What follows belongs to an exercise in optimizing a design on an open flow for a short achievable clock period and few clock cycles; a production flow would make more cautious choices.
The RTL was checked by simulation tests, not by an equivalence proof against the original design.
Power figures rest on the tool's default switching activity, not on a simulated workload.

==> flow/design.v <==
`default_nettype none
package sm83_pkg;
    typedef logic [7:0]  byte_t;
    typedef logic [15:0] addr_t;
    localparam addr_t HRAM_BASE  = 16'hff80;
    localparam int    HRAM_DEPTH = 128;
endpackage
`default_nettype wire
`default_nettype none
module sm83_core (
    input  logic            clk,
    input  logic            rst,
    input  logic            ce,
    output sm83_pkg::addr_t addr,
    input  sm83_pkg::byte_t d_in_ext,
    output sm83_pkg::byte_t d_out,
    output logic            write
);
    logic [7:0]  rA, rB, rC, rD, rE, rH, rL;
    logic        fz, fc;
    logic [15:0] pc;                     
    logic        ir_v;                   
    logic [7:0]  ir_op, ir_b1, ir_b2;
    logic [15:0] addr_q;                 
    logic        bus_data_q;             
    logic        write_q;                
    logic [15:0] nf;                     
    logic        ld_q;                   
    logic        ld_hram_q;              
    logic [6:0]  ld_idx_q;
    logic [7:0]  hram  [0:127];
    logic [7:0]  cdata [0:63];           
    logic [63:0] cvalid;
    logic [9:0]  ctag  [0:7];            
    logic        in_hram;
    logic        fetching;
    logic [7:0]  rd_bus;
    logic [7:0]  bus_byte;               
    assign in_hram  = &addr_q[15:7];
    assign fetching = !bus_data_q;
    assign rd_bus   = in_hram ? hram[addr_q[6:0]] : d_in_ext;
    assign bus_byte = write_q ? rA : rd_bus;
    assign addr  = addr_q;
    assign d_out = rA;
    assign write = write_q & rst;
    logic is_ldrn, is_incdec, is_ldrr, is_alur, is_alun, is_jp, is_jpcc, is_ld, is_st;
    logic len2, len3, reads_a;
    assign is_ldrn   = (ir_op[7:6] == 2'b00) && (ir_op[2:0] == 3'b110);
    assign is_incdec = (ir_op[7:6] == 2'b00) && (ir_op[2:1] == 2'b10);
    assign is_ldrr   = (ir_op[7:6] == 2'b01);
    assign is_alur   = (ir_op[7:6] == 2'b10);
    assign is_alun   = (ir_op[7:6] == 2'b11) && (ir_op[2:0] == 3'b110);
    assign is_jp     = (ir_op == 8'hc3);
    assign is_jpcc   = (ir_op[7:5] == 3'b110) && (ir_op[2:0] == 3'b010);
    assign is_ld     = (ir_op == 8'hfa);
    assign is_st     = (ir_op == 8'hea);
    assign len2 = is_ldrn || is_alun;
    assign len3 = is_jp || is_jpcc || is_ld || is_st;
    assign reads_a = is_alur || is_alun || (is_incdec && ir_op[5:3] == 3'd7)
                     || (is_ldrr && ir_op[2:0] == 3'd7);
    function automatic logic [7:0] rget(input logic [2:0] f,
                                        input logic [7:0] a, input logic [7:0] b,
                                        input logic [7:0] c, input logic [7:0] d,
                                        input logic [7:0] e, input logic [7:0] h,
                                        input logic [7:0] l);
        case (f)
            3'd0: rget = b;
            3'd1: rget = c;
            3'd2: rget = d;
            3'd3: rget = e;
            3'd4: rget = h;
            3'd5: rget = l;
            3'd7: rget = a;
            default: rget = 8'h00;
        endcase
    endfunction
    logic [7:0] src, dst;
    assign src = rget(ir_op[2:0], rA, rB, rC, rD, rE, rH, rL);
    assign dst = rget(ir_op[5:3], rA, rB, rC, rD, rE, rH, rL);
    logic [2:0] aop;
    logic [7:0] ax, ay, ayy, res;
    logic       sub, ci, logic_op;
    logic [7:0] sum;
    logic       co;
    logic       nz, nc;
    assign aop      = is_incdec ? (ir_op[0] ? 3'd2 : 3'd0) : ir_op[5:3];
    assign ax       = is_incdec ? dst : rA;
    assign ay       = is_incdec ? 8'd1 : (ir_op[6] ? ir_b1 : src);
    assign sub      = (aop == 3'd2) || (aop == 3'd3) || (aop == 3'd7);
    assign ci       = (aop == 3'd1 || aop == 3'd3) ? fc : sub;
    assign ayy      = sub ? ~ay : ay;
    assign logic_op = (aop == 3'd4) || (aop == 3'd5) || (aop == 3'd6);
    logic [7:0] g0, p0, g1, p1, g2, p2, g3;
    logic [8:0] cy;
    always_comb begin
        g0 = ax & ayy;
        p0 = ax ^ ayy;
        g0[0] = g0[0] | (p0[0] & ci);
        for (int i = 0; i < 8; i++) begin
            g1[i] = (i >= 1) ? (g0[i] | (p0[i] & g0[i-1])) : g0[i];
            p1[i] = (i >= 1) ? (p0[i] & p0[i-1]) : p0[i];
        end
        for (int i = 0; i < 8; i++) begin
            g2[i] = (i >= 2) ? (g1[i] | (p1[i] & g1[i-2])) : g1[i];
            p2[i] = (i >= 2) ? (p1[i] & p1[i-2]) : p1[i];
        end
        for (int i = 0; i < 8; i++) begin
            g3[i] = (i >= 4) ? (g2[i] | (p2[i] & g2[i-4])) : g2[i];
        end
        cy[0] = ci;
        for (int i = 1; i < 9; i++) cy[i] = g3[i-1];
        for (int i = 0; i < 8; i++) sum[i] = p0[i] ^ cy[i];
        co = cy[8];
    end
    always_comb begin
        case (aop)
            3'd4:    res = ax & ay;
            3'd5:    res = ax ^ ay;
            3'd6:    res = ax | ay;
            default: res = sum;
        endcase
    end
    assign nz = (res == 8'h00);
    assign nc = logic_op ? 1'b0 : co;
    logic        blocked, issue, taken;
    logic [15:0] tgt;
    logic        tgt_hram;
    assign blocked  = ld_q && reads_a;        
    assign issue    = ir_v && !blocked;
    assign tgt      = {ir_b2, ir_b1};
    assign tgt_hram = &ir_b2 && ir_b1[7];
    always_comb begin
        case (ir_op[4:3])
            2'd0:    taken = !fz;
            2'd1:    taken = fz;
            2'd2:    taken = !fc;
            default: taken = fc;
        endcase
        taken = is_jp || (is_jpcc && taken);
    end
    logic data_ext;                       
    assign data_ext = issue && (is_st || (is_ld && !tgt_hram));
    logic [15:0] sa [0:5];
    logic [15:0] ta [0:2];
    logic [7:0]  sb [0:5];
    logic [7:0]  tb [0:2];
    logic [5:0]  sv;
    logic [2:0]  tv;
    always_comb begin
        for (int j = 0; j < 6; j++) begin
            sa[j] = pc + 16'(j);
            if (addr_q == sa[j]) begin
                sb[j] = bus_byte;
                sv[j] = 1'b1;
            end else begin
                sb[j] = cdata[sa[j][5:0]];
                sv[j] = cvalid[sa[j][5:0]] && (ctag[sa[j][5:3]] == sa[j][15:6]);
            end
        end
        for (int j = 0; j < 3; j++) begin
            ta[j] = tgt + 16'(j);
            if (addr_q == ta[j]) begin
                tb[j] = bus_byte;
                tv[j] = 1'b1;
            end else begin
                tb[j] = cdata[ta[j][5:0]];
                tv[j] = cvalid[ta[j][5:0]] && (ctag[ta[j][5:3]] == ta[j][15:6]);
            end
        end
    end
    logic [7:0]  n_op, n_b1, n_b2;
    logic [2:0]  n_hv;
    logic [15:0] n_pc;
    logic        lookup;
    always_comb begin
        lookup = !ir_v || issue;
        if (!ir_v) begin
            n_pc = sa[0];
            {n_op, n_b1, n_b2} = {sb[0], sb[1], sb[2]};
            n_hv = {sv[2], sv[1], sv[0]};
        end else if (taken) begin
            n_pc = ta[0];
            {n_op, n_b1, n_b2} = {tb[0], tb[1], tb[2]};
            n_hv = {tv[2], tv[1], tv[0]};
        end else if (len3) begin
            n_pc = sa[3];
            {n_op, n_b1, n_b2} = {sb[3], sb[4], sb[5]};
            n_hv = {sv[5], sv[4], sv[3]};
        end else if (len2) begin
            n_pc = sa[2];
            {n_op, n_b1, n_b2} = {sb[2], sb[3], sb[4]};
            n_hv = {sv[4], sv[3], sv[2]};
        end else begin
            n_pc = sa[1];
            {n_op, n_b1, n_b2} = {sb[1], sb[2], sb[3]};
            n_hv = {sv[3], sv[2], sv[1]};
        end
    end
    logic n_len2, n_len3, n_miss, n_hazard;
    assign n_len2 = ((n_op[7:6] == 2'b00) || (n_op[7:6] == 2'b11)) && (n_op[2:0] == 3'b110);
    assign n_len3 = (n_op == 8'hc3) || ((n_op[7:5] == 3'b110) && (n_op[2:0] == 3'b010))
                    || (n_op == 8'hfa) || (n_op == 8'hea);
    assign n_miss = !n_hv[0] || ((n_len2 || n_len3) && !n_hv[1]) || (n_len3 && !n_hv[2]);
    assign n_hazard = issue && is_st && (tgt == sa[3] || tgt == sa[4] || tgt == sa[5]);
    logic [15:0] miss_a;
    logic [15:0] nf_n;
    always_comb begin
        if (!n_hv[0])      miss_a = n_pc;
        else if (!n_hv[1]) miss_a = n_pc + 16'd1;
        else               miss_a = n_pc + 16'd2;
        if (lookup && n_miss) nf_n = miss_a;
        else if (fetching)    nf_n = addr_q + 16'd1;
        else                  nf_n = nf;
    end
    logic tag_hit_q;                      
    assign tag_hit_q = (ctag[addr_q[5:3]] == addr_q[15:6]);
    always_ff @(posedge clk) begin
        if (!rst) begin
            cvalid <= '0;
        end else if (ce) begin
            if (fetching) begin
                cdata[addr_q[5:0]] <= rd_bus;
                if (tag_hit_q) begin
                    cvalid[addr_q[5:0]] <= 1'b1;
                end else begin
                    ctag[addr_q[5:3]] <= addr_q[15:6];
                    for (int k = 0; k < 8; k++) begin
                        cvalid[{addr_q[5:3], 3'(k)}] <= (3'(k) == addr_q[2:0]);
                    end
                end
            end else if (write_q && tag_hit_q) begin
                cdata[addr_q[5:0]]  <= rA;
                cvalid[addr_q[5:0]] <= 1'b1;
            end
        end
    end
    always_ff @(posedge clk) begin
        if (rst && ce && write_q && in_hram) begin
            hram[addr_q[6:0]] <= rA;
        end
    end
    logic [7:0] ld_data;
    assign ld_data = ld_hram_q ? hram[ld_idx_q] : d_in_ext;
    logic       wr_r;            
    logic [7:0] wr_val;
    logic       wr_a_alu;        
    logic       wr_flags;
    assign wr_r     = issue && (is_ldrn || is_incdec || is_ldrr);
    assign wr_a_alu = issue && (is_alur || is_alun) && (ir_op[5:3] != 3'd7);
    assign wr_flags = issue && (is_alur || is_alun || is_incdec);
    always_comb begin
        if (is_ldrn)      wr_val = ir_b1;
        else if (is_ldrr) wr_val = src;
        else              wr_val = res;
    end
    always_ff @(posedge clk) begin
        if (!rst) begin
            rA <= 8'h00; rB <= 8'h00; rC <= 8'h00; rD <= 8'h00;
            rE <= 8'h00; rH <= 8'h00; rL <= 8'h00;
            fz <= 1'b0;  fc <= 1'b0;
        end else if (ce) begin
            if (wr_r && ir_op[5:3] == 3'd0) rB <= wr_val;
            if (wr_r && ir_op[5:3] == 3'd1) rC <= wr_val;
            if (wr_r && ir_op[5:3] == 3'd2) rD <= wr_val;
            if (wr_r && ir_op[5:3] == 3'd3) rE <= wr_val;
            if (wr_r && ir_op[5:3] == 3'd4) rH <= wr_val;
            if (wr_r && ir_op[5:3] == 3'd5) rL <= wr_val;
            if (wr_r && ir_op[5:3] == 3'd7) rA <= wr_val;
            else if (wr_a_alu)              rA <= res;
            else if (ld_q)                  rA <= ld_data;
            if (wr_flags) begin
                fz <= nz;
                fc <= nc;
            end
        end
    end
    always_ff @(posedge clk) begin
        if (!rst) begin
            pc         <= 16'h0000;
            ir_v       <= 1'b0;
            ir_op      <= 8'h00;
            ir_b1      <= 8'h00;
            ir_b2      <= 8'h00;
            addr_q     <= 16'h0000;
            bus_data_q <= 1'b0;
            write_q    <= 1'b0;
            nf         <= 16'h0001;
            ld_q       <= 1'b0;
            ld_hram_q  <= 1'b0;
            ld_idx_q   <= 7'd0;
        end else if (ce) begin
            if (lookup) begin
                pc    <= n_pc;
                ir_v  <= !n_miss && !n_hazard;
                ir_op <= n_op;
                ir_b1 <= n_b1;
                ir_b2 <= n_b2;
            end
            nf         <= nf_n;
            addr_q     <= data_ext ? tgt : nf_n;
            bus_data_q <= data_ext;
            write_q    <= issue && is_st;
            ld_q       <= issue && is_ld;
            ld_hram_q  <= tgt_hram;
            ld_idx_q   <= ir_b1[6:0];
        end
    end
endmodule
`default_nettype wire
==> flow/run.sh <==
#!/bin/bash
# synth_recipe.tcl (not shown) runs the flow's synth.tcl, then flattens the netlist and writes it again
# the make line also repeats each setting of config.mk as NAME=value (left out here)
make -C /OpenROAD-flow-scripts/flow DESIGN_CONFIG=/design/flow/config.mk WORK_HOME=/design/flow/orfs CLKGATE_MAP_FILE= SYNTH_SCRIPT=/design/flow/synth_recipe.tcl finish
==> flow/config.mk <==
export PLATFORM = sky130hd
export DESIGN_NAME = sm83_core
export DESIGN_NICKNAME = sm83_core
export VERILOG_FILES = /design/flow/design.v
export SDC_FILE = /design/flow/constraint.sdc
export NUM_CORES = 4
export LEC_CHECK = 0
export ABC_CLOCK_PERIOD_IN_PS = 4000
export CAP_MARGIN = 20
export CORE_MARGIN = 2
export CORE_UTILIZATION = 30
export PLACE_DENSITY = 0.5
export SETUP_SLACK_MARGIN = 5
export SLEW_MARGIN = 20
==> flow/constraint.sdc <==
create_clock -name core_clock -period 10.0 [get_ports {clk}]
set_input_delay 2.0000 -clock core_clock [delete_from_list [all_inputs] [get_ports {clk}]]
set_output_delay 2.0000 -clock core_clock [all_outputs]
set_load 0.01 [all_outputs]
==> run notes, run 1 <==
* H-tree depth at 4
* Crit path time final at about 5.8 ns
* Vias in the first global route at 98900
* Synthesized netlist cell count at 9147
* Crit. Startpoint: addr_q[6]
* Grt total ovfl at 0
* Achievable Freq at 174 MHz
* TritonRoute pass-1 iters at 9
* Critical register-to-register path endpoint: addr_q[12]
* Outcome: complete, no violations
* R2R cell count at 19
* Synth Flop Type: edfxtp_1
* GR Util met2 at 41.2%
* Yosys warnings at 5
* Maximum vdd drop at 0.148 mV
* CP Capture Type: flop
* Routing usage on met3 at 10.0%
* Ratio of cells with drive above 1 in the final layout at 39.0%
* Sequential cell area fraction in the yosys report at 40.1%
* Synth unique cells at 119
* Final-stage net count at 9148
* Clk sinks at 1848
* Post-synth top cells: mux4_2, edfxtp_1, nor2_1
* Syn-to-layout area delta at 14.9%
* Worst Path Required at 10.81 ns
* Clk pin slew, worst setup/hold paths at roughly 0.06 ns
* Endpoint, Worst Hold: nf[14]
* First-pass GRT wire length at 876 mm
* Total core area at 0.441 mm²
* Tcrit/Tclk final at 57.6%
* Die height at 669 µm
* Initial Util at a little under a third
* Relative slew slack at 8.93%
* Per-cell routed wire length at 42.7 µm
* RSZ-0062 raised after global routing: yes
* Total CTS buffers at between 200 and 250
* Mapped Area at 0.133 mm²
* IO Count at 36
* Die footprint at 0.447 mm²
* Endpoints failing hold at 0
* I/O Buffers at 35
* Post-DP HPWL at 428 mm
* Drt initial violations at 17300
* Max-slew violations at 0
* Main area contributors after synthesis: edfxtp_1, mux4_2, dfxtp_1
* Final wirelength at 649 mm
* R2r setup slk at between 4 and 5 ns
* Final ANT Viol Nets at 0
* Worst slew pin tran at roughly 1.4 ns
* Placer congestion estimate at a little over 1
* Initial antenna violation count at 50
* TNS Setup at 0 ns
* Cell Pwr Density at 152 mW/mm²
* Number of flops mapped to enable cells by yosys at 1616
* Routed vias/inst at a little under 7
* Post-route total power at about 23 mW
* Avg Cell Area, Syn at 14.5 µm²
* Worst Hold Class: flop to flop
* Worst setup SP type: flop
* Critical path arrival at 6.57 ns
* RR Startpoint: addr_q[6]
* Clock skew at around 0.075 ns
* Async set or reset register ratio after synthesis at 0%
* Vias at 104000
* CTS tree: built
* Leakage Power at 45.2 nW
* GRT busiest layer: met2
* Hold Startpoint: nf[14]
* FP Rows at 244
* Final setup viols at 0
* Yosys reg bits at between 1500 and 2000
* Most common cell in the netlist: mux4_2
* Worst-case clock buffer depth at 4
* Grt met1 use at 35.3%
* Drt drc at 0
* Largest fanout on the critical path at 15
* Worst-Skew Late Latency at 0.97 ns
* CTS root buf: clkbuf_16
* Net Count, Synth at around 9000
* Total track usage at 28.2%
* Hold buffer count at CTS at 0
* Hold depth at 2
* Cell taking the most area after synthesis: edfxtp_1
* Synth top area share at between 30% and 40%
* Max-capacitance violation count at 0
* Die Wd at 669 µm
* Kind of critical path: flop to flop
* Pin count of the biggest net entering global routing at ~140
==> metal layers <==
| layer | wire length (µm) | share of wire, % |
|---|---|---|
| met1 | 230000 | 35 |
| met2 | 278000 | 43 |
| met3 | 86800 | 13 |
| met4 | 54300 | 8.4 |
| met5 | 387 | 0.060 |
==> layout make-up <==
class,instances,area (µm²)
clock inverters,135,1330
inverters,68,282
well taps,5904,7390
clock buffers,262,5730
flip-flops and latches,1848,53300
fillers,42200,289000
diodes,30,75.1
repair buffers,674,7160
multi-input cells,6274,77000
==> flip-flops by register name, indices dropped and copies added (netlist names), 7 cells and up, named ones only <==
signal / count
rL: 8
pc: 16
ir_b1: 8
rC: 8
ctag: 80
rH: 8
rE: 8
rA: 8
nf: 16
ld_idx_q: 7
addr_q: 16
ir_b2: 8
rD: 8
cvalid: 64
rB: 8
ir_op: 8
cdata: 512
hram: 1024
==> critical path, cell delays in order (launching register included) <==
cell and delay [ns]:
dfxtp_2 0.77, buf_4 0.45, xnor2_1 0.27, nand4_1 0.17
nor3_2 0.68, and2_1 0.48, nor2_1 0.29, nand3_1 0.15
o21ai_0 0.09, a211o_1 0.33, or2_4 0.26, ha_4 0.17
nor2b_4 0.12, and3_4 0.18, o41a_1 0.39, o21a_4 0.18
buf_6 0.12, buf_12 0.13, mux2i_2 0.15, o311ai_1 0.23
==> worst max-delay path by stage <==
stage	endpoint	slack (ns)	cells after the start
2_1_floorplan	nf[0]	4.02	32
3_3_place_gp	nf[0]	1.71	15
3_5_place_dp	nf[0]	2.24	15
4_1_cts	nf[3]	4.37	22
5_1_grt	nf[3]	4.33	18
6_report	addr_q[12]	4.24	19
==> stage by stage <==
stage / util [%] / hold WS [ns] / setup slack (ns) / area [µm²] / instances
floorplan: - / 0.431 / 4.02 / 133000 / 9147
global placement: 31.7 / 0.443 / 1.71 / 140000 / 14500
detailed placement: 31.8 / 0.458 / 2.24 / 140000 / 14500
CTS: 34.2 / 0.466 / 4.37 / 151000 / 15100
global route: 34.5 / 0.489 / 4.33 / 152000 / 15200
finish: 34.5 / 0.461 / 4.24 / 152000 / 15200
==> timing repair <==
| action | CTS | global route |
|---|---|---|
| resized for setup | 394 | 165 |
| setup endpoints to repair | 2232 | 1074 |
| gates cloned | 16 | 4 |
| pin swaps | 51 | 24 |
| buffers inserted | 139 | 60 |
==> where the power goes <==
part / internal, mW / switching [mW] / total (mW)
registers: 8.39 / 0.238 / 8.63
clock network: 4.66 / 3.55 / 8.21
logic: 2.54 / 3.84 / 6.38
==> cell usage in the layout, fill, tap and decap left out, types with 44 or more instances in the layout <==
cell / netlist / final
nand4_1: 69 / 69
ha_1: 52 / 44
xor2_1: 111 / 105
clkinv_1: 3 / 53
mux4_2: 2115 / 2115
mux2i_1: 451 / 419
a221oi_1: 55 / 54
nand2_1: 543 / 520
nor3_1: 156 / 143
mux2_2: 61 / 59
buf_4: 65 / 437
nand3_1: 210 / 201
a31oi_1: 56 / 47
nor2b_1: 64 / 56
nand2b_1: 58 / 52
a211oi_1: 121 / 111
inv_1: 61 / 55
o22ai_1: 76 / 75
nor2_1: 603 / 505
dfxtp_1: 232 / 182
a22oi_1: 117 / 116
xnor2_1: 227 / 210
edfxtp_1: 1616 / 1616
buf_6: 45 / 81
a21oi_1: 282 / 268
clkbuf_16: 0 / 223
o21ai_0: 213 / 201
nor2_2: 4 / 69
buf_12: 0 / 63
==> kinds of logic (layout without fill, tap and decap cells) <==
family / Yosys count / in the layout / share of synthesized area (%)
AOI/OAI and AO/OA: 1269 / 1269 / 6.48
xor gates and xnor gates: 353 / 353 / 2.45
adders and majority gates: 55 / 55 / 0.529
buffers and inverters: 1026 / 1139 / 3.59
DFF: 1848 / 1848 / 40.1
muxes: 2632 / 2632 / 39.9
other: 0 / 30 / 0
and+or+nand+nor: 1964 / 1965 / 6.94
Testbench counts, summed over its fixed seeds: cycles 59,819.
==> run 2: changes to the inputs <==
--- a/flow/design.v
+++ b/flow/design.v
@@ -18,7 +18,7 @@
 );
     logic [7:0]  rA, rB, rC, rD, rE, rH, rL;
     logic        fz, fc;
-    logic [15:0] pc;                     
+    logic [5:0][15:0] pcs;               
     logic        ir_v;                   
     logic [7:0]  ir_op, ir_b1, ir_b2;
     logic [15:0] addr_q;                 
@@ -146,9 +146,12 @@
     logic [7:0]  tb [0:2];
     logic [5:0]  sv;
     logic [2:0]  tv;
+    logic [15:0] ta1, ta2;
+    assign ta1 = tgt + 16'd1;
+    assign ta2 = tgt + 16'd2;
     always_comb begin
         for (int j = 0; j < 6; j++) begin
-            sa[j] = pc + 16'(j);
+            sa[j] = pcs[j];
             if (addr_q == sa[j]) begin
                 sb[j] = bus_byte;
                 sv[j] = 1'b1;
@@ -158,7 +161,7 @@
             end
         end
         for (int j = 0; j < 3; j++) begin
-            ta[j] = tgt + 16'(j);
+            ta[j] = (j == 0) ? tgt : ((j == 1) ? ta1 : ta2);
             if (addr_q == ta[j]) begin
                 tb[j] = bus_byte;
                 tv[j] = 1'b1;
@@ -170,28 +173,38 @@
     end
     logic [7:0]  n_op, n_b1, n_b2;
     logic [2:0]  n_hv;
-    logic [15:0] n_pc;
+    logic [15:0] n_pc, n_a1, n_a2;
     logic        lookup;
     always_comb begin
         lookup = !ir_v || issue;
         if (!ir_v) begin
             n_pc = sa[0];
+            n_a1 = sa[1];
+            n_a2 = sa[2];
             {n_op, n_b1, n_b2} = {sb[0], sb[1], sb[2]};
             n_hv = {sv[2], sv[1], sv[0]};
         end else if (taken) begin
             n_pc = ta[0];
+            n_a1 = ta[1];
+            n_a2 = ta[2];
             {n_op, n_b1, n_b2} = {tb[0], tb[1], tb[2]};
             n_hv = {tv[2], tv[1], tv[0]};
         end else if (len3) begin
             n_pc = sa[3];
+            n_a1 = sa[4];
+            n_a2 = sa[5];
             {n_op, n_b1, n_b2} = {sb[3], sb[4], sb[5]};
             n_hv = {sv[5], sv[4], sv[3]};
         end else if (len2) begin
             n_pc = sa[2];
+            n_a1 = sa[3];
+            n_a2 = sa[4];
             {n_op, n_b1, n_b2} = {sb[2], sb[3], sb[4]};
             n_hv = {sv[4], sv[3], sv[2]};
         end else begin
             n_pc = sa[1];
+            n_a1 = sa[2];
+            n_a2 = sa[3];
             {n_op, n_b1, n_b2} = {sb[1], sb[2], sb[3]};
             n_hv = {sv[3], sv[2], sv[1]};
         end
@@ -202,15 +215,32 @@
                     || (n_op == 8'hfa) || (n_op == 8'hea);
     assign n_miss = !n_hv[0] || ((n_len2 || n_len3) && !n_hv[1]) || (n_len3 && !n_hv[2]);
     assign n_hazard = issue && is_st && (tgt == sa[3] || tgt == sa[4] || tgt == sa[5]);
+    logic [5:0][15:0] pcs_n;
+    logic [15:0] pc6, pc7, pc8, ta3, ta4, ta5;
+    assign pc6 = pcs[5] + 16'd1;
+    assign pc7 = pcs[5] + 16'd2;
+    assign pc8 = pcs[5] + 16'd3;
+    assign ta3 = tgt + 16'd3;
+    assign ta4 = tgt + 16'd4;
+    assign ta5 = tgt + 16'd5;
+    always_comb begin
+        if (!ir_v)       pcs_n = pcs;
+        else if (taken)  pcs_n = {ta5, ta4, ta3, ta2, ta1, tgt};
+        else if (len3)   pcs_n = {pc8, pc7, pc6, pcs[5], pcs[4], pcs[3]};
+        else if (len2)   pcs_n = {pc7, pc6, pcs[5], pcs[4], pcs[3], pcs[2]};
+        else             pcs_n = {pc6, pcs[5], pcs[4], pcs[3], pcs[2], pcs[1]};
+    end
     logic [15:0] miss_a;
-    logic [15:0] nf_n;
+    logic [15:0] nf_n, seq_a, addr_n;
+    logic        redirect;
     always_comb begin
         if (!n_hv[0])      miss_a = n_pc;
-        else if (!n_hv[1]) miss_a = n_pc + 16'd1;
-        else               miss_a = n_pc + 16'd2;
-        if (lookup && n_miss) nf_n = miss_a;
-        else if (fetching)    nf_n = addr_q + 16'd1;
-        else                  nf_n = nf;
+        else if (!n_hv[1]) miss_a = n_a1;
+        else               miss_a = n_a2;
+        seq_a  = fetching ? addr_q + 16'd1 : nf;
+        redirect = lookup && n_miss;
+        nf_n   = redirect ? miss_a : seq_a;
+        addr_n = (redirect && !data_ext) ? miss_a : (data_ext ? tgt : seq_a);
     end
     logic tag_hit_q;                      
     assign tag_hit_q = (ctag[addr_q[5:3]] == addr_q[15:6]);
@@ -276,7 +306,7 @@
     end
     always_ff @(posedge clk) begin
         if (!rst) begin
-            pc         <= 16'h0000;
+            for (int j = 0; j < 6; j++) pcs[j] <= 16'(j);
             ir_v       <= 1'b0;
             ir_op      <= 8'h00;
             ir_b1      <= 8'h00;
@@ -290,14 +320,14 @@
             ld_idx_q   <= 7'd0;
         end else if (ce) begin
             if (lookup) begin
-                pc    <= n_pc;
+                pcs   <= pcs_n;
                 ir_v  <= !n_miss && !n_hazard;
                 ir_op <= n_op;
                 ir_b1 <= n_b1;
                 ir_b2 <= n_b2;
             end
             nf         <= nf_n;
-            addr_q     <= data_ext ? tgt : nf_n;
+            addr_q     <= addr_n;
             bus_data_q <= data_ext;
             write_q    <= issue && is_st;
             ld_q       <= issue && is_ld;
==> run 2 against run 1 <==
Against the previous run: cell area rose by 5.8%; wire length up 11%; worst setup slack improved by 0.32 ns; global-route usage grew 0.80 points; largest power group is now combinational cells; critical path type unchanged; synthesized cell count is 11% higher; fmax up 6.0%.
==> run notes, run 2 <==
* Yosys warnings at 5 (unchanged)
* Sequential cell area fraction in the yosys report at 39.2% (-0.89 points)
* Cell Chain, Critical Path: buf_12 > bufbuf_16 > mux4_2 > a22oi_1 > nand4_1 > a32oi_1 > and4_1 > o21ai_2 > a22oi_2 > nand3b_1 > o211ai_2 > a32oi_4 > buf_12 > buf_6 > buf_6 > mux2i_4 > o21ai_2
* Initial Util at 30.2% (+0.10 points)
* Largest fanout on the critical path at 13 (-2)
* CP peak stage delay at 0.71 ns (-0.06 ns)
* Placed inst area at 0.148 mm² (+5.9%)
* Total track usage at 29.0% (+0.80 points)
* Design Area, Final at 0.161 mm² (+5.8%)
* Worst-case clock buffer depth at 4 (unchanged)
* Post-Synth XOR/XNOR Area at 2.38% (-0.073 points)
* Synth unique cells at 115 (-3.4%)
* Routed vias/inst at 6.98 (+2.0%)
* Total CTS buffers at 228 (+5.1%)
* Placer congestion estimate at 1.00 (-0.60%)
* Worst Hold Class: flop to flop
* Ratio of cells with drive above 1 in the final layout at 34.8% (-4.2 points)
* Per-cell routed wire length at 43.7 µm (+2.4%)
* TNS Setup at 0 ns (unchanged)
* Tcrit/Tclk final at 54.3% (-3.2 points)
* Hold buffer count at CTS at 0 (unchanged)
* Die Wd at 690 µm (+3.2%)
* Max-capacitance violation count at 0 (unchanged)
* Leakage Power at 46.7 nW (+3.3%)
* Maximum vdd drop at 0.232 mV (+57%)
* Mapped Area at 0.141 mm² (+6.5%)
* Clock skew at 0.134 ns (+0.0589 ns)
* Worst slew pin tran at 1.43 ns (+0.0668 ns)
* Vias at 115000 (+10%)
* Worst Path Required at 10.84 ns (+0.03 ns)
* Async set or reset register ratio after synthesis at 0% (unchanged)
* Grt total ovfl at 0 (unchanged)
* Die footprint at 0.476 mm² (+6.5%)
* Avg Cell Area, Syn at 13.8 µm² (-4.5%)
* CTS root buf: clkbuf_16
* First-pass GRT wire length at 967 mm (+10%)
* Fraction of the mapped netlist area in adder cells at 0.480% (-0.048 points)
* Cell taking the most area after synthesis: edfxtp_1
* Yosys reg bits at 1958 (+6.0%)
* Crit path time final at 5.43 ns (-0.324 ns)
* Commonest non-fill, non-tap cell in the layout: mux4_2
* Critical path arrival at 6.28 ns (-0.29 ns)
* Slowest CP cell: a22oi_1
* Drt drc at 0 (unchanged)
* FP Rows at 251 (+2.9%)
* Post-synth top cells: mux4_2, edfxtp_1, mux2i_1
* Simple-gate share of the synthesized area at 6.82% (-0.12 points)
* CP top delay family: compound AO/OA/AOI/OAI gates
* Main area contributors after synthesis: edfxtp_1, mux4_2, mux2i_1
* Commonest non-fill, non-tap cells in the layout: mux4_2, edfxtp_1, mux2i_1
* Outcome: complete, no violations
* Vias in the first global route at 108000 (+8.9%)
* Synth top area share at 34.4% (-2.2 points)
* Final-stage net count at 10000 (+9.8%)
* Final wirelength at 718 mm (+11%)
* Pin count of the biggest net entering global routing at 145 (+7.4%)
* Achievable Freq at 184 MHz (+6.0%)
* Drt initial violations at 19400 (+12%)
* Syn-to-layout area delta at 14.1%
* TritonRoute pass-1 iters at 14 (+5)
* Clk pin slew, worst setup/hold paths at 0.07 ns (about the same)
* Max-slew violations at 0 (unchanged)
* Net Count, Synth at 10300 (+11%)
* CP Capture Type: flop
* Worst-Skew Late Latency at 1.03 ns (+0.06 ns)
* Die height at 690 µm (+3.2%)
* Final setup viols at 0 (unchanged)
* Most common cell in the netlist: mux4_2
* Total core area at 0.468 mm² (+6.1%)
* Largest family of logic cells by synthesized area: multiplexers
* Cell Pwr Density at 238 mW/mm² (+56%)
* Post-synthesis compound-gate area fraction at 7.85% (+1.4 points)
* RSZ-0062 raised after global routing: yes
* IO Count at 36 (unchanged)
* Post-DP HPWL at 465 mm (+8.6%)
* Initial antenna violation count at 66 (+32%)
* Synthesized netlist cell count at 10200 (+11%)
* Relative slew slack at 4.08% (-4.8 points)
* H-tree depth at 4 (unchanged)
* Clk sinks at 1958 (+6.0%)
* Final ANT Viol Nets at 0 (unchanged)
* Buf/Inv on CP at 5 (+2)
* Worst setup SP type: flop
* Endpoints failing hold at 0 (unchanged)
* CTS tree: built
* Proportion of synthesized area in mux cells at 39.4% (-0.51 points)
* Number of flip-flops in the largest register at 1024 (unchanged)
* Number of flops mapped to enable cells by yosys at 1616 (unchanged)
* Synth Flop Type: edfxtp_1
* I/O Buffers at 35 (unchanged)
* Kind of critical path: flop to flop
[run 2: changes by cell type after synthesis, sizes merged, moves of 87 or more]
cell,before,now
a21oi,285,373
mux2i,451,741
dfxtp,232,342
clkbuf,466,618
xor2,113,200
a22oi,117,219
[run 2: worst paths after layout]
check / to / from / cells after the start / slack, ns
max: flop / flop / 17 / 4.57
min: ld_q / ld_q / 2 / 0.48
max reg2reg: flop / flop / 17 / 4.57
min reg2reg: ld_q / ld_q / 2 / 0.48
[run 2: what timing repair did]
action                                  4_1_cts  5_1_grt
setup buffers                               153       34
endpoints found under the setup margin     1231      608
gates resized for setup                     347       70
pin swaps                                    53       23
cloned                                       17        1
[run 2: worst reg2reg max path: stages (launching register included)]
cell and delay [ns]:
dfxtp_4 0.41, buf_12 0.14, bufbuf_16 0.38, mux4_2 0.56, a22oi_1 0.71, nand4_1 0.67
a32oi_1 0.41, and4_1 0.30, o21ai_2 0.08, a22oi_2 0.24, nand3b_1 0.17, o211ai_2 0.15
a32oi_4 0.30, buf_12 0.19, buf_6 0.14, buf_6 0.12, mux2i_4 0.23, o21ai_2 0.10
[run 2: kinds of logic after synthesis]
family	Yosys count
XOR/XNOR	383
multiplexers	2900
buffers and inverters	1193
AO/OA/AOI/OAI	1631
AND/OR/NAND/NOR	2080
adder cells (fa/ha/maj)	53
flip-flops	1958
[run 2: report_power, final]
part           internal (mW)  leakage, nW  switching, mW
sequential              9.08         15.6          0.862
combinational           7.23         27.2           12.0
clock                   5.25         3.82           3.83
[run 2: final cells by class]
cell class | count | area, µm²
antenna | 48 | 120
clock buffer | 270 | 6080
clock inverter | 155 | 1790
fill | 44800 | 307000
inverter | 77 | 318
multi-input combinational | 7048 | 82100
sequential | 1958 | 55600
tap | 6198 | 7750
timing repair buffer | 669 | 7290
[run 2: metal layers]
| layer | global-route usage, % | wire length, µm | share of wire [%] | up-vias |
|---|---|---|---|---|
| met1 | 36.6 | 256000 | 36 | 59400 |
| met3 | 11.9 | 106000 | 15 | 2463 |
| met4 | 18.5 | 59100 | 8.2 | 68 |
| met2 | 40.9 | 296000 | 41 | 10600 |
| li1 | - | - | - | 42100 |
| met5 | 1.45 | 1500 | 0.21 | - |
[run 2: through the flow]
step	power (mW)	setup WS (ns)	utilization, %	instances	hold WS [ns]
floorplan	20.1	4.12	-	10200	0.438
global placement	26.6	2.57	31.7	15700	0.468
detailed placement	26.6	2.60	31.7	15700	0.476
CTS	37.0	4.97	34.2	16300	0.484
global route	38.7	4.71	34.4	16400	0.503
finish	38.3	4.57	34.4	16400	0.484
Testbench counts of run 2, summed over its fixed seeds: cycles 59,819.

[port drivers added, routing unchanged]
In the flow no input, the clock included, has a driving cell. The finished layouts below were timed again as built, in two steps. Step 1 (the two cells are an assumption about what drives the block):
set clk [get_ports {clk}]
set_driving_cell -lib_cell sky130_fd_sc_hd__clkbuf_16 $clk
set_driving_cell -lib_cell sky130_fd_sc_hd__buf_2 [delete_from_list [all_inputs] $clk]
Step 2 moves the port delays by t, midway between the first and last clock arrival at a register: inputs arrive t later, outputs are due t later. That takes back most of the time a late clock gives input paths. Slacks: ideal / step 1 / step 2; pairs: ideal / step 1.
| run | shift t [ns] | setup WS [ns] | worst setup path after step 2 | slew at the worst register clock pin (ns) | worst data-port slew with drivers (ns) |
|---|---|---|---|---|---|
| run 1 | 1.055 | 4.242 / 4.242 / 3.651 | input to register | 0.08 / 0.08 | 0.10 |
| run 2 | 1.065 | 4.566 / 4.566 / 4.142 | input to register | 0.08 / 0.08 | 0.04 |
After both steps setup and hold are still met in every run listed. For run 1, which loses most, drivers alone change the setup slack by 0.000 ns; drivers and shift together by -0.591 ns.
